Context: an optimization exercise on an open-source flow, tuned for small area, a short achievable clock period and few clock cycles. The choices shown serve that exercise and are no tape-out recipe.
Function was not checked in any run shown here: the RTL went through the layout flow alone.
Power is estimated from default activity; no workload was simulated.

===== config.mk =====
export PLATFORM = sky130hd
export DESIGN_NAME = keyword_tokenizer_unit
export DESIGN_NICKNAME = keyword_tokenizer_unit
export VERILOG_FILES = /design/flow/design.v
export SDC_FILE = /design/flow/constraint.sdc
export NUM_CORES = 4
export LEC_CHECK = 0
export ABC_CLOCK_PERIOD_IN_PS = 2500
export CAP_MARGIN = 20
export CORE_MARGIN = 2
export CORE_UTILIZATION = 55
export CTS_CLUSTER_DIAMETER = 60
export CTS_CLUSTER_SIZE = 30
export SETUP_SLACK_MARGIN = 4.0
export SLEW_MARGIN = 20

===== constraint.sdc =====
create_clock -name core_clock -period 7.0 [get_ports {clk_i}]
set_input_delay 1.4000 -clock core_clock [delete_from_list [all_inputs] [get_ports {clk_i}]]
set_output_delay 1.4000 -clock core_clock [all_outputs]
set_load 0.01 [all_outputs]

===== design.v =====
package kt_pkg;
  localparam int unsigned KW_COUNT = 14;
  localparam logic [4:0] KIND_END     = 5'd0;
  localparam logic [4:0] KIND_NUMBER  = 5'd11;
  localparam logic [4:0] KIND_SYMBOL  = 5'd12;
  localparam logic [4:0] KIND_KW_BASE = 5'd13;
  typedef struct packed {
    logic       dig;      
    logic       ltr;      
    logic       idc;      
    logic       has_tok;  
    logic [4:0] kind;     
    logic [5:0] code;     
  } cls_t;
  function automatic cls_t classify(input logic [7:0] ch, input logic eoi);
    cls_t c;
    logic ws;
    c      = '0;
    ws     = (ch == 8'd32) || (ch >= 8'd9 && ch <= 8'd13);
    c.dig  = !eoi && (ch >= "0" && ch <= "9");
    c.ltr  = !eoi && ((ch >= "A" && ch <= "Z") || (ch >= "a" && ch <= "z"));
    c.idc  = c.dig || c.ltr || (!eoi && ch == "_");
    c.has_tok = eoi || !(ws || c.dig || c.ltr);
    c.code = {ch[5] & ~c.ltr, ch[4:0]};
    if (!eoi) begin
      case (ch)
        "+":      c.kind = 5'd1;
        "-":      c.kind = 5'd2;
        "^":      c.kind = 5'd3;
        "=":      c.kind = 5'd4;
        "<":      c.kind = 5'd5;
        ">":      c.kind = 5'd6;
        "[", "(": c.kind = 5'd7;
        "]", ")": c.kind = 5'd8;
        ";":      c.kind = 5'd9;
        ":":      c.kind = 5'd10;
        default:  c.kind = KIND_END;
      endcase
    end
    classify = c;
  endfunction
  function automatic logic [3:0] kw_len(input int idx);
    logic [3:0] l;
    case (idx)
      0:       l = 4'd2;
      1:       l = 4'd4;
      2:       l = 4'd5;
      3:       l = 4'd5;
      4:       l = 4'd3;
      5:       l = 4'd9;
      6:       l = 4'd6;
      7:       l = 4'd3;
      8:       l = 4'd3;
      9:       l = 4'd3;
      10:      l = 4'd2;
      11:      l = 4'd7;
      12:      l = 4'd4;
      default: l = 4'd6;
    endcase
    kw_len = l;
  endfunction
  function automatic logic [71:0] kw_text(input int idx);
    logic [71:0] w;
    case (idx)
      0:       w = "IF";
      1:       w = "ELSE";
      2:       w = "WHILE";
      3:       w = "BEGIN";
      4:       w = "END";
      5:       w = "PROCEDURE";
      6:       w = "DEFINE";
      7:       w = "SET";
      8:       w = "AND";
      9:       w = "XOR";
      10:      w = "OR";
      11:      w = "INTEGER";
      12:      w = "CHAR";
      default: w = "RETURN";
    endcase
    kw_text = w;
  endfunction
  function automatic logic [4:0] kw_char(input int idx, input int pos);
    logic [71:0] w;
    w = kw_text(idx);
    kw_char = w[8*(int'(kw_len(idx)) - 1 - pos) +: 5];
  endfunction
endpackage
module kt_ident_mem (
  input  logic        clk_i,
  input  logic        wr_en_i,
  input  logic [5:0]  wr_addr_i,
  input  logic [5:0]  wr_code_i,
  input  logic [7:0]  rd_row_i,     
  input  logic [7:0]  rd_lane_i,    
  output logic [63:0] rd_text_o
);
  logic [5:0] mem_q [64];
  always_ff @(posedge clk_i) begin
    for (int a = 0; a < 64; a++) begin
      if (wr_en_i && wr_addr_i == 6'(a)) begin
        mem_q[a] <= wr_code_i;
      end
    end
  end
  always_comb begin
    rd_text_o = '0;
    for (int l = 0; l < 8; l++) begin
      for (int r = 0; r < 8; r++) begin
        if (rd_row_i[r] && rd_lane_i[l]) begin
          rd_text_o[8*l +: 7] = rd_text_o[8*l +: 7] |
                                {~mem_q[8*r+l][5], mem_q[8*r+l]};
        end
      end
    end
  end
endmodule
module kt_kw_match (
  input  logic       clk_i,
  input  logic       rst_ni,
  input  logic       upd_i,     
  input  logic       clr_i,     
  input  logic [6:0] pos_i,     
  input  logic       let_i,
  input  logic [4:0] ch_i,      
  output logic       hit_o,
  output logic [4:0] kind_o
);
  logic [kt_pkg::KW_COUNT-1:0] cand_q;
  logic [kt_pkg::KW_COUNT-1:0] ok;
  always_comb begin
    for (int i = 0; i < kt_pkg::KW_COUNT; i++) begin
      ok[i] = 1'b0;
      for (int p = 0; p < int'(kt_pkg::kw_len(i)); p++) begin
        if (pos_i == 7'(p) && ch_i == kt_pkg::kw_char(i, p)) ok[i] = let_i;
      end
    end
  end
  always_ff @(posedge clk_i or negedge rst_ni) begin
    if (!rst_ni) begin
      cand_q <= '1;
    end else if (clr_i) begin
      cand_q <= '1;
    end else if (upd_i) begin
      cand_q <= cand_q & ok;
    end
  end
  always_comb begin
    hit_o  = 1'b0;
    kind_o = '0;
    for (int i = 0; i < kt_pkg::KW_COUNT; i++) begin
      if (cand_q[i] && pos_i == 7'(kt_pkg::kw_len(i))) begin
        hit_o  = 1'b1;
        kind_o = kind_o | (kt_pkg::KIND_KW_BASE + 5'(i));
      end
    end
  end
endmodule
module kt_out_reg (
  input  logic        clk_i,
  input  logic        rst_ni,
  input  logic        load_i,
  input  logic [4:0]  kind_i,
  input  logic        is_num_i,
  input  logic [6:0]  len_i,
  input  logic        is_chunk_i,
  input  logic [7:0]  row_i,
  input  logic [7:0]  lane_i,
  input  logic        last_i,
  output logic        free_o,
  output logic        num_shown_o,   
  output logic        valid_q_o,
  output logic [7:0]  row_o,
  output logic [7:0]  lane_o,
  output logic        is_num_o,
  input  logic        out_ready_i,
  output logic [4:0]  token_kind_o,
  output logic [6:0]  text_length_o,
  output logic        is_chunk_o,
  output logic        last_o
);
  logic        valid_q;
  logic [4:0]  kind_q;
  logic        is_num_q;
  logic [6:0]  len_q;
  logic        is_chunk_q;
  logic [7:0]  row_q, lane_q;
  logic        last_q;
  assign free_o      = !valid_q || out_ready_i;
  assign num_shown_o = valid_q && is_num_q && !out_ready_i;
  always_ff @(posedge clk_i or negedge rst_ni) begin
    if (!rst_ni) begin
      valid_q <= 1'b0;
      row_q   <= '0;
    end else if (free_o) begin
      valid_q <= load_i;
      row_q   <= row_i;
    end
  end
  always_ff @(posedge clk_i) begin
    if (free_o) begin
      kind_q     <= kind_i;
      is_num_q   <= is_num_i;
      len_q      <= len_i;
      is_chunk_q <= is_chunk_i;
      lane_q     <= lane_i;
      last_q     <= last_i;
    end
  end
  assign valid_q_o     = valid_q;
  assign row_o         = row_q;
  assign lane_o        = lane_q;
  assign is_num_o      = is_num_q;
  assign token_kind_o  = kind_q;
  assign text_length_o = len_q;
  assign is_chunk_o    = is_chunk_q;
  assign last_o        = last_q;
endmodule
module keyword_tokenizer_unit (
  input  logic        clk_i,
  input  logic        rst_ni,
  input  logic        in_valid_i,
  output logic        in_ready_o,
  input  logic [7:0]  char_in_i,
  input  logic        end_of_input_i,
  output logic        out_valid_o,
  input  logic        out_ready_i,
  output logic [4:0]  token_kind_o,
  output logic [31:0] number_value_o,
  output logic [6:0]  text_length_o,
  output logic        is_chunk_o,
  output logic [63:0] text_chunk_o,
  output logic        last_o
);
  logic         rdy_q;
  logic         ir_v_q, sk_v_q;
  logic [8:0]   sk_q;           
  kt_pkg::cls_t ir_q;           
  logic [8:0]   ir_src;
  logic         consume;
  logic         in_fire, ir_free, sk_v_d;
  assign ir_src     = sk_v_q ? sk_q : {end_of_input_i, char_in_i};
  assign in_ready_o = rdy_q;
  assign in_fire    = in_valid_i && rdy_q;
  assign ir_free    = !ir_v_q || consume;
  assign sk_v_d     = !ir_free && (sk_v_q || in_fire);
  always_ff @(posedge clk_i or negedge rst_ni) begin
    if (!rst_ni) begin
      rdy_q  <= 1'b1;
      ir_v_q <= 1'b0;
      sk_v_q <= 1'b0;
    end else begin
      rdy_q  <= !sk_v_d;
      ir_v_q <= !ir_free || sk_v_q || in_fire;
      sk_v_q <= sk_v_d;
    end
  end
  always_ff @(posedge clk_i) begin
    if (rdy_q) sk_q <= {end_of_input_i, char_in_i};
    if (ir_free) ir_q <= kt_pkg::classify(ir_src[7:0], ir_src[8]);
  end
  logic        m_num_q, m_id_q;    
  logic [31:0] acc_q;              
  logic [6:0]  len_q;              
  logic [2:0]  base_q;             
  logic        sq_ch_q;            
  logic [2:0]  sq_row_q;           
  logic [2:0]  sq_lrow_q;          
  logic [2:0]  sq_llane_q;         
  logic        sq_own_q;           
  logic [4:0]  sq_kind_q;
  kt_pkg::cls_t cls;
  assign cls = ir_q;
  logic out_free, num_shown, o_valid, o_is_num, o_is_chunk;
  logic [7:0] o_row, o_lane;
  logic kw_hit;
  logic [4:0] kw_kind;
  logic cont_num, cont_id, cont, pend, need_out, sym;
  logic end_only, start_id, start_num;
  logic sq_idle, can_out;
  logic wr_ok, act, lex_emit, wr_en;
  logic [2:0] wr_row;
  assign cont_num  = m_num_q && cls.dig;
  assign cont_id   = m_id_q && cls.idc && !len_q[6];
  assign cont      = cont_num || cont_id;
  assign pend      = m_num_q || m_id_q;
  assign need_out  = !cont && (pend || cls.has_tok);
  assign sym       = m_id_q && !kw_hit;
  assign end_only  = m_id_q && !cont && cls.ltr;    
  assign start_id  = !m_id_q && cls.ltr;
  assign start_num = !cont && cls.dig;
  assign sq_idle   = !sq_ch_q && !sq_own_q;
  assign can_out   = out_free && sq_idle;
  logic       disp_ch;
  logic [2:0] keep_from;
  assign disp_ch   = o_valid && o_is_chunk;
  assign keep_from = sq_row_q - {2'b00, disp_ch};
  assign wr_row    = base_q + len_q[5:3];
  assign wr_ok     = !(sq_ch_q || disp_ch) ||
                     (3'(wr_row - keep_from) > 3'(sq_lrow_q - keep_from));
  always_comb begin
    act = 1'b0;
    if (ir_v_q) begin
      if (cont_num)       act = !num_shown;
      else if (cont_id)   act = wr_ok;
      else if (need_out)  act = can_out;
      else if (start_id)  act = wr_ok;
      else if (start_num) act = !num_shown;
      else                act = 1'b1;
    end
  end
  assign consume  = act && !end_only;
  assign lex_emit = act && need_out;
  assign wr_en    = act && (cont_id || start_id);
  always_ff @(posedge clk_i or negedge rst_ni) begin
    if (!rst_ni) begin
      m_num_q <= 1'b0;
      m_id_q  <= 1'b0;
      len_q   <= '0;
    end else if (act) begin
      if (!cont) begin
        m_num_q <= start_num;
        m_id_q  <= start_id;
      end
      if (wr_en)       len_q <= len_q + 7'd1;
      else if (!cont)  len_q <= '0;
    end
  end
  always_ff @(posedge clk_i) begin
    if (ir_v_q && cls.dig && !cont_id && !num_shown) begin
      acc_q <= m_num_q ? {acc_q[28:0], 3'b000} + {acc_q[30:0], 1'b0} + {28'd0, cls.code[3:0]}
                       : {28'd0, cls.code[3:0]};
    end
  end
  logic       w_v_q;
  logic [5:0] w_addr_q, w_code_q;
  always_ff @(posedge clk_i or negedge rst_ni) begin
    if (!rst_ni) begin
      w_v_q <= 1'b0;
    end else begin
      w_v_q <= wr_en;
    end
  end
  always_ff @(posedge clk_i) begin
    w_addr_q <= {wr_row, len_q[2:0]};
    w_code_q <= cls.code;
  end
  logic sq_emit, sq_lastc;
  logic [6:0] len_m1;
  logic [2:0] lrow;
  assign sq_emit  = out_free && !sq_idle;
  assign sq_lastc = (sq_row_q == sq_lrow_q);
  assign len_m1   = len_q - 7'd1;
  assign lrow     = base_q + len_m1[5:3];
  always_ff @(posedge clk_i or negedge rst_ni) begin
    if (!rst_ni) begin
      sq_ch_q  <= 1'b0;
      sq_own_q <= 1'b0;
      base_q   <= '0;
    end else if (lex_emit) begin
      sq_ch_q  <= sym;
      sq_own_q <= pend && cls.has_tok;
      if (sym) base_q <= lrow + 3'd1;
    end else if (sq_emit) begin
      if (sq_ch_q) sq_ch_q <= !sq_lastc;
      else         sq_own_q <= 1'b0;
    end
  end
  always_ff @(posedge clk_i) begin
    if (lex_emit) begin
      sq_row_q   <= base_q;
      sq_lrow_q  <= lrow;
      sq_llane_q <= len_m1[2:0];
      sq_kind_q  <= cls.kind;
    end else if (sq_emit && sq_ch_q) begin
      sq_row_q <= sq_row_q + 3'd1;
    end
  end
  kt_ident_mem u_mem (
    .clk_i     (clk_i),
    .wr_en_i   (w_v_q),
    .wr_addr_i (w_addr_q),
    .wr_code_i (w_code_q),
    .rd_row_i  (o_row),
    .rd_lane_i (o_lane),
    .rd_text_o (text_chunk_o)
  );
  kt_kw_match u_kw (
    .clk_i  (clk_i),
    .rst_ni (rst_ni),
    .upd_i  (wr_en),
    .clr_i  (act && !cont && m_id_q),
    .pos_i  (len_q),
    .let_i  (cls.ltr),
    .ch_i   (cls.code[4:0]),
    .hit_o  (kw_hit),
    .kind_o (kw_kind)
  );
  logic [4:0]  n_kind;
  logic        n_is_num;
  logic [6:0]  n_len;
  logic        n_is_chunk;
  logic [7:0]  n_row, n_lane;
  logic        n_last;
  always_comb begin
    n_kind     = '0;
    n_is_num   = 1'b0;
    n_len      = '0;
    n_is_chunk = 1'b0;
    n_row      = '0;
    n_lane     = '1;
    n_last     = 1'b1;
    if (sq_idle) begin
      n_last = !sym && !(pend && cls.has_tok);
      if (m_num_q) begin
        n_kind   = kt_pkg::KIND_NUMBER;
        n_is_num = 1'b1;
      end else if (m_id_q) begin
        if (kw_hit) begin
          n_kind = kw_kind;
        end else begin
          n_kind = kt_pkg::KIND_SYMBOL;
          n_len  = len_q;
        end
      end else begin
        n_kind = cls.kind;
      end
    end else if (sq_ch_q) begin
      n_kind     = kt_pkg::KIND_SYMBOL;
      n_is_chunk = 1'b1;
      n_last     = sq_lastc && !sq_own_q;
      n_row      = 8'(1) << sq_row_q;
      for (int l = 0; l < 8; l++) begin
        n_lane[l] = !sq_lastc || 3'(l) <= sq_llane_q;
      end
    end else begin
      n_kind = sq_kind_q;
    end
  end
  kt_out_reg u_out (
    .clk_i         (clk_i),
    .rst_ni        (rst_ni),
    .load_i        (lex_emit || sq_emit),
    .kind_i        (n_kind),
    .is_num_i      (n_is_num),
    .len_i         (n_len),
    .is_chunk_i    (n_is_chunk),
    .row_i         (n_row),
    .lane_i        (n_lane),
    .last_i        (n_last),
    .free_o        (out_free),
    .num_shown_o   (num_shown),
    .valid_q_o     (o_valid),
    .row_o         (o_row),
    .lane_o        (o_lane),
    .is_num_o      (o_is_num),
    .out_ready_i   (out_ready_i),
    .token_kind_o  (token_kind_o),
    .text_length_o (text_length_o),
    .is_chunk_o    (o_is_chunk),
    .last_o        (last_o)
  );
  assign out_valid_o    = o_valid;
  assign is_chunk_o     = o_is_chunk;
  assign number_value_o = acc_q & {32{o_is_num}};
endmodule

===== run.sh =====
#!/bin/bash
# synth_recipe.tcl (not shown) runs the flow's synth.tcl, then flattens the netlist and writes it again
# the make line also repeats each setting of config.mk as NAME=value (left out here)
make -C /OpenROAD-flow-scripts/flow DESIGN_CONFIG=/design/flow/config.mk WORK_HOME=/design/flow/orfs CLKGATE_MAP_FILE= SYNTH_SCRIPT=/design/flow/synth_recipe.tcl finish

==> results of run 1 <==
-- area by class of cell --
type	count	area, sq um	area share, %
Clock inverter	28	361.6	1.189
Clock buffer	37	925.9	3.045
Timing Repair inverter	1	6.256	0.02058
Tap cell	539	674.4	2.218
Multi-Input combinational cell	1089	9231	30.36
Timing Repair Buffer	304	3324	10.93
Inverter	63	300.3	0.9877
Sequential cell	528	15580	51.24
-- per-stage QoR --
stage               hold WS [ns]  total power, mW  utilization, %  setup slack, ns  instance area (sq um)
finish                    0.4040            13.43           72.32            3.304                  30400
global route              0.4192            13.99           72.32            3.230                  30400
CTS                       0.4100            12.85           69.83            3.356                  29360
detailed placement        0.3832            9.312           59.84            2.437                  25160
global placement          0.3668            9.236           59.84            2.611                  25160
floorplan                 0.3233            7.525               -            3.255                  23610
-- worst register-to-register path, cell delays in order (launching register included) --
cell	delay, ns
dfrtp_1	0.41
ha_2	0.20
inv_2	0.05
fa_1	0.44
fa_2	0.37
xnor2_2	0.15
xnor2_1	0.14
ha_1	0.34
o21ai_2	0.08
a32oi_2	0.25
o31ai_4	0.09
or3b_4	0.40
nor2_4	0.21
mux2_4	0.32
-- cell usage in the layout (no fill, tap or decap), types with 26 or more instances in the layout --
cell type        instances
buf_4                   73
a41oi_2                 44
buf_2                   85
nor2_1                 137
a22oi_1                 49
buf_6                   50
ha_1                    68
buf_16                  27
o22ai_1                 30
nand3_1                 42
clkdlybuf4s50_1         26
nand2_1                 79
edfxtp_1               475
a22oi_2                145
and2_1                  35
a21oi_1                 38
inv_1                   48
clkbuf_16               39
o21ai_0                 36
-- what timing repair did --
action / 4_1_cts / 5_1_grt
cloned: 30 / 3
setup buffers: 99 / 46
pin swaps: 161 / 114
gates resized for setup: 731 / 132
endpoints found under the setup margin: 180 / 152
-- sequential cells by signal, summed over array words and instances, names as in the netlist, 4 cells and up --
register      cells
w_addr_q          6
u_out.lane_q      8
u_mem.mem_q     384
sk_q              9
acc_q            32
sq_kind_q         4
len_q             7
u_kw.cand_q      14
ir_q             14
u_out.row_q       8
w_code_q          6
u_out.kind_q      5
u_out.len_q       7
-- metal layers --
metal,wire length [um],up-vias,track usage (%)
li1,-,7423,-
met1,27850,8470,41.52
met2,35110,935,53.09
met3,6193,192,5.427
met4,3213,0,12.34
met5,0,-,0
-- power breakdown --
| group | leakage, nW | internal [mW] | switching [mW] |
|---|---|---|---|
| clock network | 0.627 | 1.10 | 1.26 |
| logic | 4.80 | 2.80 | 3.58 |
| registers | 4.91 | 4.28 | 0.425 |
-- kinds of logic after synthesis --
kind of cell               share of synthesized area, %
other                                           0.03198
buffers and inverters                             2.643
xor gates and xnor gates                          1.417
DFF                                               66.22
and+or+nand+nor                                   9.170
adders and majority gates                         4.721
muxes                                            0.7673
AOI/OAI and AO/OA                                 15.03
-- path summary, 6_finish.rpt --
| kind | end | from |
|---|---|---|
| min reg2reg | w_code_q[5]$_DFF_P_ | ir_q[5]$_DFFE_PP_ |
| max reg2reg | sq_row_q[1]$_DFFE_PP_ | base_q[0]$_DFFE_PN0P_ |
| min | w_code_q[5]$_DFF_P_ | ir_q[5]$_DFFE_PP_ |
| max | sq_row_q[1]$_DFFE_PP_ | base_q[0]$_DFFE_PN0P_ |
| max in group asynchronous | len_q[2]$_DFFE_PN0P_ | rst_ni |
| min in group asynchronous | u_out.row_q[6]$_DFFE_PN0N_ | rst_ni |
==> qor.txt, run 1 <==
Outcome - timing/DRC/antenna clean
Cts hold-fix bufs - 0
Latest clock arrival within the worst-skew pair - 0.60 ns
CP delay by family, top - adder cells
Fin cells - 2,589
Synth top area share - 60.74%
Critical-path cell list - ha_2, inv_2, fa_1, fa_2, xnor2_2, xnor2_1, ha_1, o21ai_2, a32oi_2, o31ai_4, or3b_4, nor2_4, mux2_4
FF+latch count, synth - 528
Clock skew - 0.05332 ns
Critical path type - flip-flop to flip-flop
Layout cell share with drive strength beyond 1 - 35.02%
Post-Syn Area - 0.02348 sq mm
Antenna diode count - 0
Final Max Tran Viols - 0
Routed WL - 72.36 mm
Global-route wire length before repair - 103.7 mm
Worst-path clk slew - 0.08 ns
Largest net degree at the start of global routing - 65
Gate Count Post-Synth - 1,760
Drt pass-1 iters - 5
Max-Cap Viols - 0
R2R depth - 13
Starting Density - 55.85%
Grt ovf - 0
Unrepaired setup endpoints after global routing - yes
Die height - 210.6 um
Initial drt markers - 2,049
CTS root buffer - clkbuf_16
CP Data Required Time - 7.31 ns
TritonCTS buffer count - 37
Core footprint - 0.04204 sq mm
Seq/Total Area, Yosys - 66.22%
Nets - 2,122
Placed cells - 2,346
Vias per cell - 6.574
Hold Vio Cnt, Final - 0
CP max stage delay - 0.44 ns
Yosys warning total - 5
IO Count - 125
Clock sink count - 528
Row count - 75
Setup slack, reg-to-reg - 3.30 ns
Full die area - 0.04436 sq mm
Top-count cell post-synth - edfxtp_1
Crit-path slowest cell - fa_1
Min-Delay Path Depth - 0
HP Class - flip-flop to flip-flop
Worst path bufs/invs - 1
Routed wire per std cell - 27.95 um
Antenna violations before repair - 0
Die X - 210.6 um
Distinct cells, synth - 85
WP data arrival - 4.01 ns
P_leak - 10.34 nW
Routed Antenna Nets - 0
Worst Setup End Kind - flip-flop
Fmax - 270.5 MHz
CTS max path bufs - 3
GRT Overall Usage - 31.66%
Htree depth - 2
Syn_area_per_cell - 13.34 sq um
Final setup vio count - 0
CTS tree - done
Vias - 17,020
VDD IR max - 294.3 uV
Number of synthesized flops with an enable pin - 475
Number of cells on the critical path - 13
Vias in the first global route - 16,450
Post-DP HPWL - 36.59 mm
Cell taking the most area after synthesis - edfxtp_1
Top cells by area, synth - edfxtp_1 61%, a22oi_1 6.2%, ha_1 4.2%
Async S/R FF share, synth - 7.765%
Period minus WS final - 3.696 ns
Area growth, synth to finish - 29.48%
Post-route setup TNS - 0 ns
Max_slew headroom - 26.26%
Routability cong. - 0.9136
Drc violations - 0
Power per cell area - 441.8 mW/mm^2
Top_reg_cell synth - edfxtp_1
Slew @ Worst Pin - 1.103 ns
Commonest cells in the netlist - 475 x edfxtp_1, 194 x a22oi_1, 144 x nor2_1, 85 x nand2_1, 79 x ha_1
Fillers - 2,734
CP startpoint kind - flip-flop
Final Cycle Share - 52.80%
Max FO, Critical Path - 4
Buffers added on ports - 116
==> run 2, diff against run 1 <==
==> flow/run.sh (new file) <==
#!/bin/bash
# Standard layout, with the port buffers made from plain buffers (buf_2) instead of the
# delay cell buffer_ports picks by default. Each tool's output goes to its own log here.
set -euo pipefail
bash standard.sh "BUFFER_PORTS_ARGS=-buffer_cell sky130_fd_sc_hd__buf_2" finish > standard.log 2>&1
==> standard.sh (new file) <==
#!/bin/bash
# synth_recipe.tcl (not shown) runs the flow's synth.tcl, then flattens the netlist and writes it again
# the make line also repeats each setting of config.mk as NAME=value (left out here)
make -C /OpenROAD-flow-scripts/flow DESIGN_CONFIG=/design/flow/config.mk WORK_HOME=/design/flow/orfs CLKGATE_MAP_FILE= SYNTH_SCRIPT=/design/flow/synth_recipe.tcl "${@:-finish}"
--- a/config.mk
+++ b/config.mk
@@ -8,8 +8,6 @@
 export ABC_CLOCK_PERIOD_IN_PS = 2500
 export CAP_MARGIN = 20
 export CORE_MARGIN = 2
-export CORE_UTILIZATION = 55
-export CTS_CLUSTER_DIAMETER = 60
-export CTS_CLUSTER_SIZE = 30
+export CORE_UTILIZATION = 40
 export SETUP_SLACK_MARGIN = 4.0
 export SLEW_MARGIN = 20
removed: run.sh
==> run 2 against run 1 <==
Compared with the run above:
- still clean
- hold slack worse by 0.050 ns
- combinational power down 4.2%
- setup slack worse by 0.045 ns
- synthesized cell count unchanged
- largest cell class unchanged
- highest routed layer unchanged
==> qor.txt, run 2 <==
Max FO, Critical Path - 4
CTS tree - done
Buffers added on ports - 116
Multi-input logic area - 0.009094 sq mm
TritonCTS buffer count - 54
Vias per cell - 6.071
Global-route wire length before repair - 103.6 mm
Synth top area share - 60.74%
Yosys warning total - 5
Vias in the first global route - 16,180
Nets - 2,082
Seq/Total Area, Yosys - 66.22%
Layout cell share with drive strength beyond 1 - 34.12%
CTS max path bufs - 3
Distinct cells, synth - 85
Gate Count Post-Synth - 1,760
Routed WL - 75.27 mm
Latest clock arrival within the worst-skew pair - 0.64 ns
Full die area - 0.06066 sq mm
Hold Vio Cnt, Final - 0
Gr busiest metal - met2
GRT Overall Usage - 22.87%
Async S/R FF share, synth - 7.765%
Vias - 16,960
CP startpoint kind - flip-flop
Grt ovf - 0
FF+latch area - 0.01557 sq mm
IO Count - 125
Top-count cell post-synth - edfxtp_1
Post-DP HPWL - 38.11 mm
Final Cycle Share - 53.45%
CP Data Required Time - 7.38 ns
Outcome - timing/DRC/antenna clean
Number of synthesized flops with an enable pin - 475
Grt met2 use - 37.38%
Routed wire per std cell - 26.95 um
Leading cell type in the layout, fill and taps excluded - edfxtp_1
Row count - 88
Unrepaired setup endpoints after global routing - yes
Clock skew - 0.05980 ns
Top cells by area, synth - edfxtp_1 61%, a22oi_1 6.2%, ha_1 4.2%
Antenna violations before repair - 0
Slew @ Worst Pin - 1.038 ns
Syn_area_per_cell - 13.34 sq um
Die X - 246.3 um
Cell taking the most area after synthesis - edfxtp_1
Fillers - 4,744
Initial drt markers - 2,106
Largest net degree at the start of global routing - 65
Post-Syn Area - 0.02348 sq mm
P_leak - 10.24 nW
Final Max Tran Viols - 0
Global-route met3 utilization - 3.943%
Largest register FFs - 384
Regs by FF count - u_mem.mem_q: 384 flops, acc_q: 32 flops
Worst Setup End Kind - flip-flop
Max_slew headroom - 30.57%
Antenna diode count - 0
Clock sink count - 528
GRT met1 Usage - 30.42%
Placed cells - 2,573
Most frequent cells in the layout - 475 x edfxtp_1, 147 x a22oi_2, 134 x nor2_1
Critical path type - flip-flop to flip-flop
Starting Density - 40.54%
Power per cell area - 454.3 mW/mm^2
FF+latch count, synth - 528
Top_reg_cell synth - edfxtp_1
Drc violations - 0
VDD IR max - 242.2 uV
WP data arrival - 4.12 ns
Period minus WS final - 3.741 ns
Core footprint - 0.05792 sq mm
Post-route setup TNS - 0 ns
Final setup vio count - 0
Die height - 246.3 um
HP Class - flip-flop to flip-flop
Max-Cap Viols - 0
Worst-path clk slew - 0.06 ns
Largest register by flop count - u_mem.mem_q
Routed Antenna Nets - 0
Htree depth - 2
Fin cells - 2,793
Area growth, synth to finish - 29.35%
Fmax - 267.3 MHz
Drt pass-1 iters - 7
Commonest cells in the netlist - 475 x edfxtp_1, 194 x a22oi_1, 144 x nor2_1, 85 x nand2_1, 79 x ha_1
Routability cong. - 0.8993
CTS root buffer - clkbuf_16
WHS - 0.3539 ns
run 2: cell counts after synthesis:
No cell type changed its count.
run 2: final timing paths:
check	start	cells after the start	slack [ns]	to
hold / removal	ir_q[5]$_DFFE_PP_	0	0.35	w_code_q[5]$_DFF_P_
max in group asynchronous	rst_ni	2	5.72	u_kw.cand_q[5]$_DFFE_PN1P_
hold reg to reg	ir_q[5]$_DFFE_PP_	0	0.35	w_code_q[5]$_DFF_P_
setup / recovery	base_q[0]$_DFFE_PN0P_	13	3.26	sq_row_q[1]$_DFFE_PP_
min in group asynchronous	rst_ni	1	0.72	ir_v_q$_DFF_PN0_
setup reg to reg	base_q[0]$_DFFE_PN0P_	13	3.26	sq_row_q[1]$_DFFE_PP_
run 2: final cells by class:
cell class,count,share of cell area [%]
clock inverter,32,1.281
tap,765,3.151
inverter,63,0.9434
timing repair buffer,250,8.688
multi-input combinational,1087,29.94
clock buffer,68,4.725
sequential,528,51.27
run 2: metal layers:
layer | up-vias | part of all wire, %
li1 | 7331 | -
met1 | 8477 | 39
met2 | 940 | 47
met3 | 208 | 9.1
met4 | 0 | 4.8
met5 | - | 0
run 2: power by group:
group	internal [mW]	switching (mW)
clock	1.75	1.25
combinational	2.57	3.53
sequential	4.28	0.421
run 2: kinds of logic after synthesis:
group	synth area share (%)
xor gates and xnor gates	1.417
DFF	66.22
AOI/OAI and AO/OA	15.03
adders and majority gates	4.721
buffers and inverters	2.643
and+or+nand+nor	9.170
muxes	0.7673
other	0.03198
run 2: through the flow:
stage	power, mW	util [%]	worst slack, ns	cell area (sq um)
floorplan	7.525	-	3.255	23610
global placement	8.960	42.94	2.610	24870
detailed placement	9.057	42.94	2.490	24870
CTS	13.14	49.66	3.342	28760
global route	14.43	52.44	3.147	30370
finish	13.80	52.44	3.259	30370
run 2: worst max-delay path, cell delays in order (launching register included):
cell and delay (ns):
dfrtp_1 0.39, ha_2 0.19, inv_2 0.05, fa_1 0.44, fa_2 0.38, xnor2_2 0.16, xnor2_1 0.14, ha_1 0.34
o21ai_2 0.08, a32oi_2 0.24, o31ai_4 0.10, or3b_4 0.45, nor2_4 0.22, mux2_4 0.31
run 2: what timing repair did:
item | CTS | global route
resized for setup | 227 | 230
cloned | 23 | 14
buffers inserted | 62 | 20
endpoints found under the setup margin | 172 | 148
pin swaps | 101 | 110
hold buffers | 0 | 0
hold endpoints to repair | 0 | 0
==> run 3, diff against run 2 <==
--- a/design.v
+++ b/design.v
@@ -107,10 +107,10 @@
     for (int l = 0; l < 8; l++) begin
       for (int r = 0; r < 8; r++) begin
         if (rd_row_i[r] && rd_lane_i[l]) begin
-          rd_text_o[8*l +: 7] = rd_text_o[8*l +: 7] |
-                                {~mem_q[8*r+l][5], mem_q[8*r+l]};
+          rd_text_o[8*l +: 6] = rd_text_o[8*l +: 6] | mem_q[8*r+l];
         end
       end
+      rd_text_o[8*l+6] = rd_lane_i[l] && !rd_text_o[8*l+5];
     end
   end
 endmodule
@@ -262,6 +262,7 @@
   logic [31:0] acc_q;              
   logic [6:0]  len_q;              
   logic [2:0]  base_q;             
+  logic [5:0]  wp_q;               
   logic        sq_ch_q;            
   logic [2:0]  sq_row_q;           
   logic [2:0]  sq_lrow_q;          
@@ -290,13 +291,12 @@
   assign start_num = !cont && cls.dig;
   assign sq_idle   = !sq_ch_q && !sq_own_q;
   assign can_out   = out_free && sq_idle;
-  logic       disp_ch;
-  logic [2:0] keep_from;
-  assign disp_ch   = o_valid && o_is_chunk;
-  assign keep_from = sq_row_q - {2'b00, disp_ch};
-  assign wr_row    = base_q + len_q[5:3];
-  assign wr_ok     = !(sq_ch_q || disp_ch) ||
-                     (3'(wr_row - keep_from) > 3'(sq_lrow_q - keep_from));
+  logic [7:0] blk_q;
+  assign wr_row = wp_q[5:3];
+  assign wr_ok  = !blk_q[wr_row];
+  assign lex_emit = ir_v_q && need_out && can_out;
+  assign wr_en    = ir_v_q && ((cont_id && wr_ok) ||
+                               (start_id && (need_out ? can_out : wr_ok)));
   always_comb begin
     act = 1'b0;
     if (ir_v_q) begin
@@ -308,9 +308,7 @@
       else                act = 1'b1;
     end
   end
-  assign consume  = act && !end_only;
-  assign lex_emit = act && need_out;
-  assign wr_en    = act && (cont_id || start_id);
+  assign consume = act && !end_only;
   always_ff @(posedge clk_i or negedge rst_ni) begin
     if (!rst_ni) begin
       m_num_q <= 1'b0;
@@ -331,6 +329,17 @@
                        : {28'd0, cls.code[3:0]};
     end
   end
+  always_ff @(posedge clk_i or negedge rst_ni) begin
+    if (!rst_ni) begin
+      wp_q   <= '0;
+      base_q <= '0;
+    end else if (wr_en) begin
+      wp_q <= wp_q + 6'd1;
+    end else if (act && !cont && m_id_q) begin
+      wp_q   <= {sym ? lrow + 3'd1 : base_q, 3'b000};
+      if (sym) base_q <= lrow + 3'd1;
+    end
+  end
   logic       w_v_q;
   logic [5:0] w_addr_q, w_code_q;
   always_ff @(posedge clk_i or negedge rst_ni) begin
@@ -341,25 +350,25 @@
     end
   end
   always_ff @(posedge clk_i) begin
-    w_addr_q <= {wr_row, len_q[2:0]};
+    w_addr_q <= wp_q;
     w_code_q <= cls.code;
   end
   logic sq_emit, sq_lastc;
   logic [6:0] len_m1;
   logic [2:0] lrow;
+  logic [5:0] wp_m1;
+  assign wp_m1 = wp_q - 6'd1;
   assign sq_emit  = out_free && !sq_idle;
   assign sq_lastc = (sq_row_q == sq_lrow_q);
   assign len_m1   = len_q - 7'd1;
-  assign lrow     = base_q + len_m1[5:3];
+  assign lrow     = wp_m1[5:3];
   always_ff @(posedge clk_i or negedge rst_ni) begin
     if (!rst_ni) begin
       sq_ch_q  <= 1'b0;
       sq_own_q <= 1'b0;
-      base_q   <= '0;
     end else if (lex_emit) begin
       sq_ch_q  <= sym;
       sq_own_q <= pend && cls.has_tok;
-      if (sym) base_q <= lrow + 3'd1;
     end else if (sq_emit) begin
       if (sq_ch_q) sq_ch_q <= !sq_lastc;
       else         sq_own_q <= 1'b0;
@@ -375,6 +384,17 @@
       sq_row_q <= sq_row_q + 3'd1;
     end
   end
+  always_ff @(posedge clk_i or negedge rst_ni) begin
+    if (!rst_ni) begin
+      blk_q <= '0;
+    end else if (lex_emit && sym) begin
+      for (int r = 0; r < 8; r++) begin
+        blk_q[r] <= 3'(3'(r) - base_q) <= len_m1[5:3];
+      end
+    end else if (o_valid && o_is_chunk && out_ready_i) begin
+      blk_q <= blk_q & ~o_row;
+    end
+  end
   kt_ident_mem u_mem (
     .clk_i     (clk_i),
     .wr_en_i   (w_v_q),
@@ -407,7 +427,7 @@
     n_len      = '0;
     n_is_chunk = 1'b0;
     n_row      = '0;
-    n_lane     = '1;
+    n_lane     = '0;
     n_last     = 1'b1;
     if (sq_idle) begin
       n_last = !sym && !(pend && cls.has_tok);
@@ -429,6 +449,7 @@
       n_is_chunk = 1'b1;
       n_last     = sq_lastc && !sq_own_q;
       n_row      = 8'(1) << sq_row_q;
+      n_lane     = '1;
       for (int l = 0; l < 8; l++) begin
         n_lane[l] = !sq_lastc || 3'(l) <= sq_llane_q;
       end
==> run 3 against run 2 <==
Compared with the run above:
- routed wire length is 11% lower
- global-route usage is 2.5 points lower
- combinational power down 2%
- flip-flop and latch count is 14 higher
- clock skew down 0.0014 ns
- non-clock buffer count down 39
- clock-buffer cell count up 16
- setup slack better by 0.22 ns
- critical path depth down 9
- utilization shrank 3.0 points
- final cell count increased by 1.2%
==> qor.txt, run 3 <==
Vias - 16,440
Post-route setup TNS - 0 ns
Outcome - timing/DRC/antenna clean
IO Count - 125
Final Util - 49.42%
P_leak - 10.19 nW
Post-DP HPWL - 38.68 mm
Unrepaired setup endpoints after global routing - yes
Power per cell area - 476.0 mW/mm^2
Async S/R FF share, synth - 10.15%
Row count - 90
Seq/Total Area, Yosys - 65.67%
Routed WL - 66.69 mm
Largest net degree at the start of global routing - 65
Latest clock arrival within the worst-skew pair - 0.64 ns
Mux contribution to synthesized area - 1.101%
Global-route wire length before repair - 98.36 mm
Synth Area in Adders - 4.765%
Worst Setup End Kind - output pin
Layout cell share with drive strength beyond 1 - 26.80%
CTS max path bufs - 3
Clock sink count - 542
CP startpoint kind - flip-flop
Placed cells - 2,643
Most frequent cells in the layout - 475 x edfxtp_1, 130 x nor2_1, 109 x nand2_1
Post-synthesis simple-gate area fraction - 9.850%
Die height - 250.0 um
Nets - 2,102
Buffers added on ports - 116
Full die area - 0.06252 sq mm
Slew @ Worst Pin - 1.055 ns
Grt ovf - 0
Cell taking the most area after synthesis - edfxtp_1
Final Cycle Share - 50.34%
Initial drt markers - 1,205
Distinct cells, synth - 84
Die X - 250.0 um
WP data arrival - 2.12 ns
Antenna violations before repair - 0
HP Class - flip-flop to flip-flop
Area growth, synth to finish - 22.74%
Worst-path clk slew - 0.06 ns
Synth top area share - 58.91%
Leading cell type in the layout, fill and taps excluded - edfxtp_1
Commonest cells in the netlist - 475 x edfxtp_1, 193 x a22oi_1, 134 x nor2_1, 109 x nand2_1, 89 x ha_1
Antenna diode count - 0
Largest register FFs - 384
WHS - 0.4434 ns
VDD IR max - 325.0 uV
Clock skew - 0.05836 ns
Final setup vio count - 0
Top cells by area, synth - edfxtp_1 59%, a22oi_1 6.0%, ha_1 4.6%
Number of synthesized flops with an enable pin - 475
Gate Count Post-Synth - 1,826
Critical path type - flip-flop to output pin
Regs by FF count - u_mem.mem_q: 384 flops, acc_q: 32 flops
Vias in the first global route - 16,250
Htree depth - 2
Complex-gate fraction of the synthesized area - 14.89%
Routability cong. - 0.8522
Starting Density - 40.26%
Max FO, Critical Path - 15
Largest register by flop count - u_mem.mem_q
Final Max Tran Viols - 0
Hold Vio Cnt, Final - 0
Fin cells - 2,827
Setup WS pre-CTS - 2.719 ns
Largest family of logic cells by synthesized area - compound AO/OA/AOI/OAI gates
Yosys warning total - 5
Drt pass-1 iters - 5
CP Data Required Time - 5.60 ns
GRT Overall Usage - 20.39%
Period minus WS final - 3.524 ns
Routed Antenna Nets - 0
Max_slew headroom - 29.45%
Post-Syn Area - 0.02421 sq mm
Routed wire per std cell - 23.59 um
Core footprint - 0.06013 sq mm
Vias per cell - 5.815
Syn_area_per_cell - 13.26 sq um
Final worst slack - 3.476 ns
CTS root buffer - clkbuf_16
Drc violations - 0
Top-count cell post-synth - edfxtp_1
Fillers - 5,156
Fmax - 283.8 MHz
Max-Cap Viols - 0
Top_reg_cell synth - edfxtp_1
FF+latch count, synth - 542
XOR/XNOR Fraction of Synth Area - 1.158%
CTS tree - done
TritonCTS buffer count - 56
==> run 3: changes by cell type in the layout (fill, tap and decap cells not counted), sizes merged, moves of 11 or more <==
cell,previous run,this run
dfrtp,26,40
nand3,46,58
clkbuf,77,93
nor2,145,134
buf,241,199
nand2,85,110
o22ai,39,4
==> run 3: final timing paths <==
| check | from | to | slack [ns] | depth (start not counted) |
|---|---|---|---|---|
| hold / removal | ir_q[5]$_DFFE_PN_ | w_code_q[5]$_DFF_P_ | 0.44 | 0 |
| hold reg to reg | ir_q[5]$_DFFE_PN_ | w_code_q[5]$_DFF_P_ | 0.44 | 0 |
| min in group asynchronous | rst_ni | wp_q[2]$_DFFE_PN0P_ | 0.96 | 2 |
| setup reg to reg | acc_q[1]$_DFFE_PP_ | acc_q[20]$_SDFFCE_PN0P_ | 3.84 | 10 |
| max in group asynchronous | rst_ni | u_out.row_q[0]$_DFFE_PN0P_ | 5.44 | 2 |
| setup / recovery | u_out.row_q[0]$_DFFE_PN0P_ | text_chunk_o[33] | 3.48 | 4 |
==> run 3: worst max-delay path, stage by stage, from the launching register on <==
cell and delay (ns):
dfrtp_4 0.56, bufbuf_16 0.33, a22oi_1 0.26, a41oi_2 0.17, buf_2 0.17
==> run 3: repair_timing <==
action | CTS | global route
setup buffers | 47 | 18
pin swaps | 38 | 34
resized for setup | 156 | 112
hold buffers | 0 | 0
endpoints found under the setup margin | 168 | 117
cloned | 5 | 9
==> run 3: where the power goes <==
part	total (mW)	internal [mW]	switching, mW
Sequential	5.25	4.50	0.742
Clock	2.94	1.68	1.26
Combinational	5.96	2.50	3.46
Total	14.1	8.68	5.47
==> run 3: kinds of logic (layout without fill, tap and decap cells) <==
| kind of cell | after synthesis | in the layout |
|---|---|---|
| adders and majority gates | 91 | 91 |
| buffers and inverters | 153 | 365 |
| other | 1 | 8 |
| muxes | 23 | 23 |
| and+or+nand+nor | 481 | 481 |
| DFF | 542 | 542 |
| AOI/OAI and AO/OA | 503 | 503 |
| xor gates and xnor gates | 32 | 32 |
==> run 3: layout make-up <==
type                       instances  area, sq um  share of cell area [%]
clock inverter                    21        202.7                  0.6821
inverter                          49        196.4                  0.6610
tap                              782        978.4                   3.292
clock buffer                      84         1618                   5.444
multi-input combinational       1138         8884                   29.89
sequential                       542        15940                   53.64
timing repair buffer             211         1899                   6.391
==> run 3: layer usage <==
| metal | track usage (%) | wire length [um] |
|---|---|---|
| met1 | 27.69 | 28110 |
| met2 | 33.82 | 32460 |
| met3 | 3.150 | 4539 |
| met4 | 6.142 | 1588 |
| met5 | 0 | 0 |
==> run 3: stage by stage <==
stage / power [mW] / area [sq um]
global route: 14.96 / 29720
CTS: 13.61 / 28780
finish: 14.14 / 29720
floorplan: 8.408 / 24290
detailed placement: 10.05 / 25560
global placement: 9.931 / 25560
==> run 4, diff against run 3 <==
--- a/design.v
+++ b/design.v
@@ -92,7 +92,7 @@
   input  logic [5:0]  wr_code_i,
   input  logic [7:0]  rd_row_i,     
   input  logic [7:0]  rd_lane_i,    
-  output logic [63:0] rd_text_o
+  output logic [55:0] rd_text_o
 );
   logic [5:0] mem_q [64];
   always_ff @(posedge clk_i) begin
@@ -107,10 +107,10 @@
     for (int l = 0; l < 8; l++) begin
       for (int r = 0; r < 8; r++) begin
         if (rd_row_i[r] && rd_lane_i[l]) begin
-          rd_text_o[8*l +: 6] = rd_text_o[8*l +: 6] | mem_q[8*r+l];
+          rd_text_o[7*l +: 6] = rd_text_o[7*l +: 6] | mem_q[8*r+l];
         end
       end
-      rd_text_o[8*l+6] = rd_lane_i[l] && !rd_text_o[8*l+5];
+      rd_text_o[7*l+6] = rd_lane_i[l] && !rd_text_o[7*l+5];
     end
   end
 endmodule
@@ -163,19 +163,17 @@
   input  logic        is_num_i,
   input  logic [6:0]  len_i,
   input  logic        is_chunk_i,
-  input  logic [7:0]  row_i,
-  input  logic [7:0]  lane_i,
+  input  logic [55:0] chunk_i,
   input  logic        last_i,
   output logic        free_o,
   output logic        num_shown_o,   
   output logic        valid_q_o,
-  output logic [7:0]  row_o,
-  output logic [7:0]  lane_o,
   output logic        is_num_o,
   input  logic        out_ready_i,
   output logic [4:0]  token_kind_o,
   output logic [6:0]  text_length_o,
   output logic        is_chunk_o,
+  output logic [63:0] text_chunk_o,
   output logic        last_o
 );
   logic        valid_q;
@@ -183,17 +181,15 @@
   logic        is_num_q;
   logic [6:0]  len_q;
   logic        is_chunk_q;
-  logic [7:0]  row_q, lane_q;
+  logic [55:0] chunk_q;
   logic        last_q;
   assign free_o      = !valid_q || out_ready_i;
   assign num_shown_o = valid_q && is_num_q && !out_ready_i;
   always_ff @(posedge clk_i or negedge rst_ni) begin
     if (!rst_ni) begin
       valid_q <= 1'b0;
-      row_q   <= '0;
     end else if (free_o) begin
       valid_q <= load_i;
-      row_q   <= row_i;
     end
   end
   always_ff @(posedge clk_i) begin
@@ -202,18 +198,21 @@
       is_num_q   <= is_num_i;
       len_q      <= len_i;
       is_chunk_q <= is_chunk_i;
-      lane_q     <= lane_i;
+      chunk_q    <= chunk_i;
       last_q     <= last_i;
     end
   end
   assign valid_q_o     = valid_q;
-  assign row_o         = row_q;
-  assign lane_o        = lane_q;
   assign is_num_o      = is_num_q;
   assign token_kind_o  = kind_q;
   assign text_length_o = len_q;
   assign is_chunk_o    = is_chunk_q;
   assign last_o        = last_q;
+  always_comb begin
+    for (int l = 0; l < 8; l++) begin
+      text_chunk_o[8*l +: 8] = {1'b0, chunk_q[7*l +: 7]};
+    end
+  end
 endmodule
 module keyword_tokenizer_unit (
   input  logic        clk_i,
@@ -272,7 +271,8 @@
   kt_pkg::cls_t cls;
   assign cls = ir_q;
   logic out_free, num_shown, o_valid, o_is_num, o_is_chunk;
-  logic [7:0] o_row, o_lane;
+  logic [7:0]  n_row, n_lane;
+  logic [55:0] n_chunk;
   logic kw_hit;
   logic [4:0] kw_kind;
   logic cont_num, cont_id, cont, pend, need_out, sym;
@@ -391,8 +391,8 @@
       for (int r = 0; r < 8; r++) begin
         blk_q[r] <= 3'(3'(r) - base_q) <= len_m1[5:3];
       end
-    end else if (o_valid && o_is_chunk && out_ready_i) begin
-      blk_q <= blk_q & ~o_row;
+    end else if (sq_emit && sq_ch_q) begin
+      blk_q <= blk_q & ~n_row;
     end
   end
   kt_ident_mem u_mem (
@@ -400,9 +400,9 @@
     .wr_en_i   (w_v_q),
     .wr_addr_i (w_addr_q),
     .wr_code_i (w_code_q),
-    .rd_row_i  (o_row),
-    .rd_lane_i (o_lane),
-    .rd_text_o (text_chunk_o)
+    .rd_row_i  (n_row),
+    .rd_lane_i (n_lane),
+    .rd_text_o (n_chunk)
   );
   kt_kw_match u_kw (
     .clk_i  (clk_i),
@@ -419,7 +419,6 @@
   logic        n_is_num;
   logic [6:0]  n_len;
   logic        n_is_chunk;
-  logic [7:0]  n_row, n_lane;
   logic        n_last;
   always_comb begin
     n_kind     = '0;
@@ -465,19 +464,17 @@
     .is_num_i      (n_is_num),
     .len_i         (n_len),
     .is_chunk_i    (n_is_chunk),
-    .row_i         (n_row),
-    .lane_i        (n_lane),
+    .chunk_i       (n_chunk),
     .last_i        (n_last),
     .free_o        (out_free),
     .num_shown_o   (num_shown),
     .valid_q_o     (o_valid),
-    .row_o         (o_row),
-    .lane_o        (o_lane),
     .is_num_o      (o_is_num),
     .out_ready_i   (out_ready_i),
     .token_kind_o  (token_kind_o),
     .text_length_o (text_length_o),
     .is_chunk_o    (o_is_chunk),
+    .text_chunk_o  (text_chunk_o),
     .last_o        (last_o)
   );
   assign out_valid_o    = o_valid;
==> run 4 against run 3 <==
Compared with the run above:
- utilization decreased by 2.5 points
- via count decreased by 2.6%
- non-clock buffer count decreased by 42
- flip-flop and latch count increased by 40
- sequential power increased by 3%
==> qor.txt, run 4 <==
Outcome - timing/DRC/antenna clean
CP startpoint kind - flip-flop
HP Class - flip-flop to flip-flop
FF+latch count, synth - 582
Multi-input logic area - 0.007605 sq mm
Power per cell area - 459.2 mW/mm^2
Antenna violations before repair - 1
P_leak - 10.20 nW
Final Util - 46.91%
Drt pass-1 iters - 6
Max FO, Critical Path - 3
Critical-path cell list - ha_1, ha_1, fa_2, a211oi_2, o21ai_1, a21oi_2, o21ai_2, a221o_1, a41oi_2, a31oi_1, mux2i_1
Worst Setup End Kind - flip-flop
Final worst slack - 3.783 ns
Synth top area share - 62.66%
Max-Cap Viols - 0
Seq/Total Area, Yosys - 68.38%
Clock sink count - 582
Regs by FF count - u_mem.mem_q: 384 flops, u_out.chunk_q: 56 flops, acc_q: 32 flops
Async S/R FF share, synth - 8.076%
Largest register by flop count - u_mem.mem_q
Vias - 16,010
Most frequent cells in the layout - 523 x edfxtp_1, 156 x nor2_1, 115 x buf_2
Worst R2R Start - ir_q[2]$_DFFE_PN_
CTS root buffer - clkbuf_16
Drc violations - 0
Top_reg_cell synth - edfxtp_1
Core footprint - 0.06183 sq mm
Leading cell type in the layout, fill and taps excluded - edfxtp_1
Unrepaired setup endpoints after global routing - yes
Htree depth - 2
Crit-path slowest cell - edfxtp_1
Slew @ Worst Pin - 1.067 ns
FF+latch area - 0.01716 sq mm
Number of synthesized flops with an enable pin - 523
Post-DP HPWL - 38.75 mm
CTS tree - done
Final setup vio count - 0
CTS max path bufs - 3
Final Cycle Share - 45.96%
Routed WL - 63.01 mm
Syn_area_per_cell - 13.94 sq um
Top-count cell post-synth - edfxtp_1
Final Cell Area - 0.02900 sq mm
Max_slew headroom - 28.64%
Gate Count Post-Synth - 1,798
Placed cells - 2,681
Hold Vio Cnt, Final - 0
Placed Area - 0.02652 sq mm
Nets - 2,044
CP Data Required Time - 7.36 ns
Routability cong. - 0.8752
Fin cells - 2,829
Grt ovf - 0
Row count - 91
Final Max Tran Viols - 0
Worst-path clk slew - 0.06 ns
Yosys warning total - 5
Global-route wire length before repair - 93.97 mm
Fillers - 5,434
Top cells by area, synth - edfxtp_1 63%, ha_1 4.4%, a222oi_1 3.8%
Cts hold-fix bufs - 0
Period minus WS final - 3.217 ns
Initial drt markers - 2,001
Post-Syn Area - 0.02507 sq mm
GRT Overall Usage - 19.03%
Critical path type - flip-flop to flip-flop
Cell taking the most area after synthesis - edfxtp_1
Commonest cells in the netlist - 523 x edfxtp_1, 160 x nor2_1, 113 x nand2_1, 96 x a222oi_1, 89 x ha_1
Hold_sp - ir_q[5]$_DFFE_PN_
Met2 wire len - 30.24 mm
Vias in the first global route - 15,790
Area growth, synth to finish - 15.70%
Largest net degree at the start of global routing - 65
Distinct cells, synth - 87
Routed Antenna Nets - 0
Post-route setup TNS - 0 ns
DR top layer - met4
Met3 routed WL - 4.215 mm
Setup WS pre-CTS - 3.291 ns
Vias per cell - 5.658
WP data arrival - 3.58 ns
WL met1 - 27.23 mm
Layout cell share with drive strength beyond 1 - 18.03%
Fmax - 310.9 MHz
Die height - 254.3 um
CP max stage delay - 0.47 ns
Worst setup startpoint - ir_q[2]$_DFFE_PN_
Most used cell, CP - ha_1
Pwr Total - 13.32 mW
Largest register FFs - 384
IO Count - 125
Latest clock arrival within the worst-skew pair - 0.64 ns
Die X - 254.3 um
Full die area - 0.06468 sq mm
VDD IR max - 211.4 uV
Clock skew - 0.02975 ns
WHS - 0.3554 ns
Routed wire per std cell - 22.27 um
Starting Density - 40.54%
Buffers added on ports - 116
TritonCTS buffer count - 59
[run 4: cell count changes after synthesis, sizes merged, moves of 28 or more]
cell	change
a222oi	+96
edfxtp	+48
a22oi	-143
a31oi	+45
a41oi	-45
nor2	+28
[run 4: cell type report]
type | count | share of cell area [%]
Antenna cell | 1 | 0.008628
Tap cell | 837 | 3.611
Clock inverter | 37 | 1.156
Sequential cell | 582 | 59.15
Multi-Input combinational cell | 1078 | 26.22
Clock buffer | 75 | 5.475
Timing Repair Buffer | 169 | 3.697
Timing Repair inverter | 1 | 0.01726
Inverter | 49 | 0.6601
[run 4: what timing repair did]
action,4_1_cts,5_1_grt
cloned,2,2
gates resized for setup,18,25
endpoints found under the setup margin,95,86
pin swaps,20,22
buffers inserted,18,13
[run 4: where the power goes]
| group | switching [mW] | internal (mW) |
|---|---|---|
| Clock | 1.34 | 1.76 |
| Combinational | 3.01 | 1.80 |
| Sequential | 0.505 | 4.90 |
[run 4: metal layers]
metal / GRT usage [%] / vias up
li1: - / 7356
met1: 26.07 / 7989
met2: 31.46 / 572
met3: 3.348 / 89
met4: 4.824 / 0
met5: 0 / -
[run 4: cell families after synthesis]
logic type,after synthesis,share of synthesized area (%)
DFF,582,68.38
and+or+nand+nor,476,9.200
AOI/OAI and AO/OA,443,12.90
buffers and inverters,146,2.556
adders and majority gates,91,4.602
xor gates and xnor gates,38,1.328
muxes,21,1.013
other,1,0.01496
[run 4: worst max-delay path: cells and delay by family, from the launching register on]
kind,cells,cell delay (ns)
AO/OA/AOI/OAI,7,1.40
adder cells (fa/ha/maj),3,0.96
flip-flops,1,0.47
multiplexers,1,0.13
[run 4: worst paths after layout]
check,end,slack [ns],depth (start not counted)
max in group asynchronous,m_num_q$_DFFE_PN0P_,5.61,2
min in group asynchronous,blk_q[4]$_DFFE_PN0P_,0.90,2
max reg2reg,acc_q[30]$_SDFFCE_PN0P_,3.78,11
min,w_code_q[5]$_DFF_P_,0.36,0
max,acc_q[30]$_SDFFCE_PN0P_,3.78,11
min reg2reg,w_code_q[5]$_DFF_P_,0.36,0
==> run 5, diff against run 4 <==
--- a/design.v
+++ b/design.v
@@ -10,6 +10,7 @@
     logic       idc;      
     logic       has_tok;  
     logic [4:0] kind;     
+    logic [2:0] dsplit;   
     logic [5:0] code;     
   } cls_t;
   function automatic cls_t classify(input logic [7:0] ch, input logic eoi);
@@ -22,6 +23,7 @@
     c.idc  = c.dig || c.ltr || (!eoi && ch == "_");
     c.has_tok = eoi || !(ws || c.dig || c.ltr);
     c.code = {ch[5] & ~c.ltr, ch[4:0]};
+    c.dsplit = {ch[2] | ch[3], ch[3], ch[1] | ch[3]};
     if (!eoi) begin
       case (ch)
         "+":      c.kind = 5'd1;
@@ -323,10 +325,11 @@
       else if (!cont)  len_q <= '0;
     end
   end
+  logic [30:0] acc_x5;
+  assign acc_x5 = acc_q[30:0] + {acc_q[28:0], cls.dsplit[2:1]} + {30'd0, cls.dsplit[0]};
   always_ff @(posedge clk_i) begin
     if (ir_v_q && cls.dig && !cont_id && !num_shown) begin
-      acc_q <= m_num_q ? {acc_q[28:0], 3'b000} + {acc_q[30:0], 1'b0} + {28'd0, cls.code[3:0]}
-                       : {28'd0, cls.code[3:0]};
+      acc_q <= m_num_q ? {acc_x5, cls.code[0]} : {28'd0, cls.code[3:0]};
     end
   end
   always_ff @(posedge clk_i or negedge rst_ni) begin
==> run 5 against run 4 <==
Compared with the run above:
- power fell by 4.8%
- final area increased by 1.1%
- final cell count fell by 1.4%
- die area decreased by 1.1%
- critical path depth grew 1
- hold slack improved by 0.038 ns
- routed wire length is 0.23% higher
- fmax is 3.7% higher
- largest power group unchanged
- highest routed layer unchanged
==> qor.txt, run 5 <==
VDD IR max - 234.8 uV
Final Cell Area - 0.02932 sq mm
Latest clock arrival within the worst-skew pair - 0.63 ns
Max-Cap Viols - 0
Routed WL - 63.15 mm
Top_reg_cell synth - edfxtp_1
CTS max path bufs - 3
Largest register by flop count - u_mem.mem_q
Critical path type - flip-flop to flip-flop
Fillers - 5,304
TritonCTS buffer count - 60
CTS tree - done
GRT Overall Usage - 19.52%
Slew @ Worst Pin - 1.104 ns
Final Cycle Share - 44.31%
Layout cell share with drive strength beyond 1 - 21.00%
Top cells by area, synth - edfxtp_1 64%, dfrtp_1 3.2%, ha_1 3.0%
Clock skew - 0.01553 ns
Largest register FFs - 384
Commonest cells in the netlist - 525 x edfxtp_1, 162 x nor2_1, 95 x nand2_1, 93 x a22oi_1, 77 x clkbuf_1
Min-Delay Path Depth - 0
P_leak - 10.20 nW
Routed wire per std cell - 22.63 um
Power per cell area - 432.3 mW/mm^2
Core footprint - 0.06148 sq mm
Initial drt markers - 1,694
Outcome - timing/DRC/antenna clean
Largest net degree at the start of global routing - 65
Routability cong. - 0.8843
FF+latch area - 0.01722 sq mm
Leading cell type in the layout, fill and taps excluded - edfxtp_1
CP Data Required Time - 7.48 ns
Fmax - 322.4 MHz
Nets - 2,024
Htree depth - 2
Grt ovf - 0
Mux contribution to synthesized area - 1.055%
CP startpoint kind - flip-flop
Clock sink count - 584
Max FO, Critical Path - 3
FF+latch count, synth - 584
WHS - 0.3937 ns
Top-count cell post-synth - edfxtp_1
CP max stage delay - 0.43 ns
Row count - 91
Full die area - 0.06396 sq mm
Post-route setup TNS - 0 ns
Gate Count Post-Synth - 1,784
Vias in the first global route - 16,070
Most used cell, CP - fa_2
Critical-path cell list - inv_4, fa_2, inv_2, fa_2, a211oi_2, o211a_1, o2bb2ai_2, a311o_1, or3_4, o31a_1, or3_1, a21oi_2
Area growth, synth to finish - 18.33%
Post-Syn Area - 0.02478 sq mm
XOR/XNOR Fraction of Synth Area - 1.414%
Worst Setup End Kind - flip-flop
Seq/Total Area, Yosys - 69.41%
Distinct cells, synth - 79
Multi-input logic area - 0.007531 sq mm
Global-route wire length before repair - 95.60 mm
Post-DP HPWL - 38.68 mm
Final setup vio count - 0
R2R depth - 12
Largest family of logic cells by synthesized area - compound AO/OA/AOI/OAI gates
IO Count - 125
Antenna diode count - 0
Vias - 16,140
Async S/R FF share, synth - 8.048%
Antenna violations before repair - 2
Pwr Total - 12.68 mW
Regs by FF count - u_mem.mem_q: 384 flops, u_out.chunk_q: 56 flops, acc_q: 32 flops
Unrepaired setup endpoints after global routing - yes
Syn_area_per_cell - 13.89 sq um
Final worst slack - 3.899 ns
HP Class - flip-flop to flip-flop
Die X - 252.9 um
Synth top area share - 63.62%
Buffers added on ports - 116
Drt pass-1 iters - 6
CTS root buffer - clkbuf_16
Hold Vio Cnt, Final - 0
Cell taking the most area after synthesis - edfxtp_1
Number of synthesized flops with an enable pin - 525
Most frequent cells in the layout - 525 x edfxtp_1, 151 x nor2_1, 94 x nand2_1
WP data arrival - 3.58 ns
Die height - 252.9 um
Post-synthesis simple-gate area fraction - 9.275%
Max_slew headroom - 26.16%
Drc violations - 0
Worst-path clk slew - 0.06 ns
Crit-path slowest cell - edfxtp_1
Complex-gate fraction of the synthesized area - 13.29%
Routed Antenna Nets - 0
Starting Density - 40.30%
Yosys warning total - 5
Placed Area - 0.02636 sq mm
Synth Area in Adders - 3.191%
Setup WS pre-CTS - 2.224 ns
Final Max Tran Viols - 0
Vias per cell - 5.784
Period minus WS final - 3.101 ns
==> run 5: cell types whose count changed after synthesis, moves of 18 or more <==
cell      delta
nand2_1     -18
ha_1        -29
a22oi_1     +43
a222oi_1    -33
a31oi_1     -24
==> run 5: metal layers <==
| metal | share of wire (%) | vias to the layer above | GRT usage [%] |
|---|---|---|---|
| met1 | 43 | 8051 | 26.27 |
| met5 | 0 | - | 0 |
| met4 | 2.2 | 0 | 5.478 |
| met2 | 48 | 647 | 32.50 |
| met3 | 6.9 | 100 | 3.505 |
| li1 | - | 7340 | - |
==> run 5: cells by family (layout without fill, tap and decap cells) <==
group	count (synthesis)	after routing
muxes	23	23
AOI/OAI and AO/OA	450	451
buffers and inverters	146	354
DFF	584	584
adders and majority gates	62	62
and+or+nand+nor	478	478
other	1	8
xor gates and xnor gates	40	40
==> run 5: path summary, 6_finish.rpt <==
path                                        start                      end  slack, ns
worst min register to register  ir_q[5]$_DFFE_PN_      w_code_q[5]$_DFF_P_       0.39
worst max register to register  ir_q[7]$_DFFE_PN_  acc_q[31]$_SDFFCE_PN0P_       3.90
worst min-delay path            ir_q[5]$_DFFE_PN_      w_code_q[5]$_DFF_P_       0.39
worst max-delay path            ir_q[7]$_DFFE_PN_  acc_q[31]$_SDFFCE_PN0P_       3.90
max in group asynchronous                  rst_ni     len_q[3]$_DFFE_PN0P_       5.75
min in group asynchronous                  rst_ni         sk_v_q$_DFF_PN0_       0.78
==> run 5: layout make-up <==
cell class	instances	share of cell area (%)
tap	790	3.371
timing repair buffer	188	4.796
multi-input combinational	1062	25.68
clock buffer	80	5.552
inverter	52	0.6955
sequential	584	58.72
clock inverter	33	1.169
timing repair inverter	1	0.01707
==> run 5: repair_timing <==
| action | in CTS | in global routing |
|---|---|---|
| buffers inserted | 37 | 12 |
| pin swaps | 14 | 6 |
| endpoints found under the setup margin | 136 | 65 |
| hold buffers | 0 | 0 |
| gates cloned | 3 | 1 |
| gates resized for setup | 37 | 82 |
==> run 5: per-stage QoR <==
stage | instances | util (%)
2_1_floorplan | 1791 | -
3_3_place_gp | 2624 | 42.86
3_5_place_dp | 2624 | 42.88
4_1_cts | 2777 | 46.92
5_1_grt | 2790 | 47.69
6_report | 2790 | 47.69
==> run 5: report_power, final <==
part / switching (mW) / internal, mW / total (mW)
Combinational: 2.50 / 1.58 / 4.08
Clock: 1.34 / 1.86 / 3.20
Sequential: 0.530 / 4.87 / 5.40
Total: 4.38 / 8.30 / 12.7
==> run 5: critical path, delay by kind of cell, from the launching register on <==
kind                       cells  cell delay, ns
AOI/OAI and AO/OA              6            1.16
buffers and inverters          2            0.13
adders and majority gates      2            0.56
DFF                            1            0.43
and+or+nand+nor                2            0.68

separate check: timing with driven ports:
The results above use ideal ports. As a check the final layouts listed here were re-extracted and re-timed, cells and wires unchanged.
Step 1, drivers: a clkbuf_16 drives clk_i and a buf_2 each remaining input, both assumed.
Step 2 times the ports against the registers' clock, not the clock port: input delays grow and output delays shrink by t, the midpoint of the rising clock arrivals with the driver on.
Three values: no drivers, after step 1, after step 2; two values: the first two.
| run | t, ns | setup slack, ns | worst setup path at the end |
|---|---|---|---|
| run 1 | 0.622 | 3.304 / 3.304 / 3.038 | input to register |
| run 2 | 0.666 | 3.259 / 3.259 / 3.196 | input to register |
| run 3 | 0.670 | 3.476 / 3.418 / 3.415 | input to register |
| run 4 | 0.676 | 3.783 / 3.783 / 3.652 | input to register |
| run 5 | 0.683 | 3.899 / 3.899 / 3.510 | input to register |
After both steps every run listed still meets setup and hold. For run 5, which loses most, drivers alone change the setup slack by 0.000 ns; drivers and shift together by -0.389 ns.
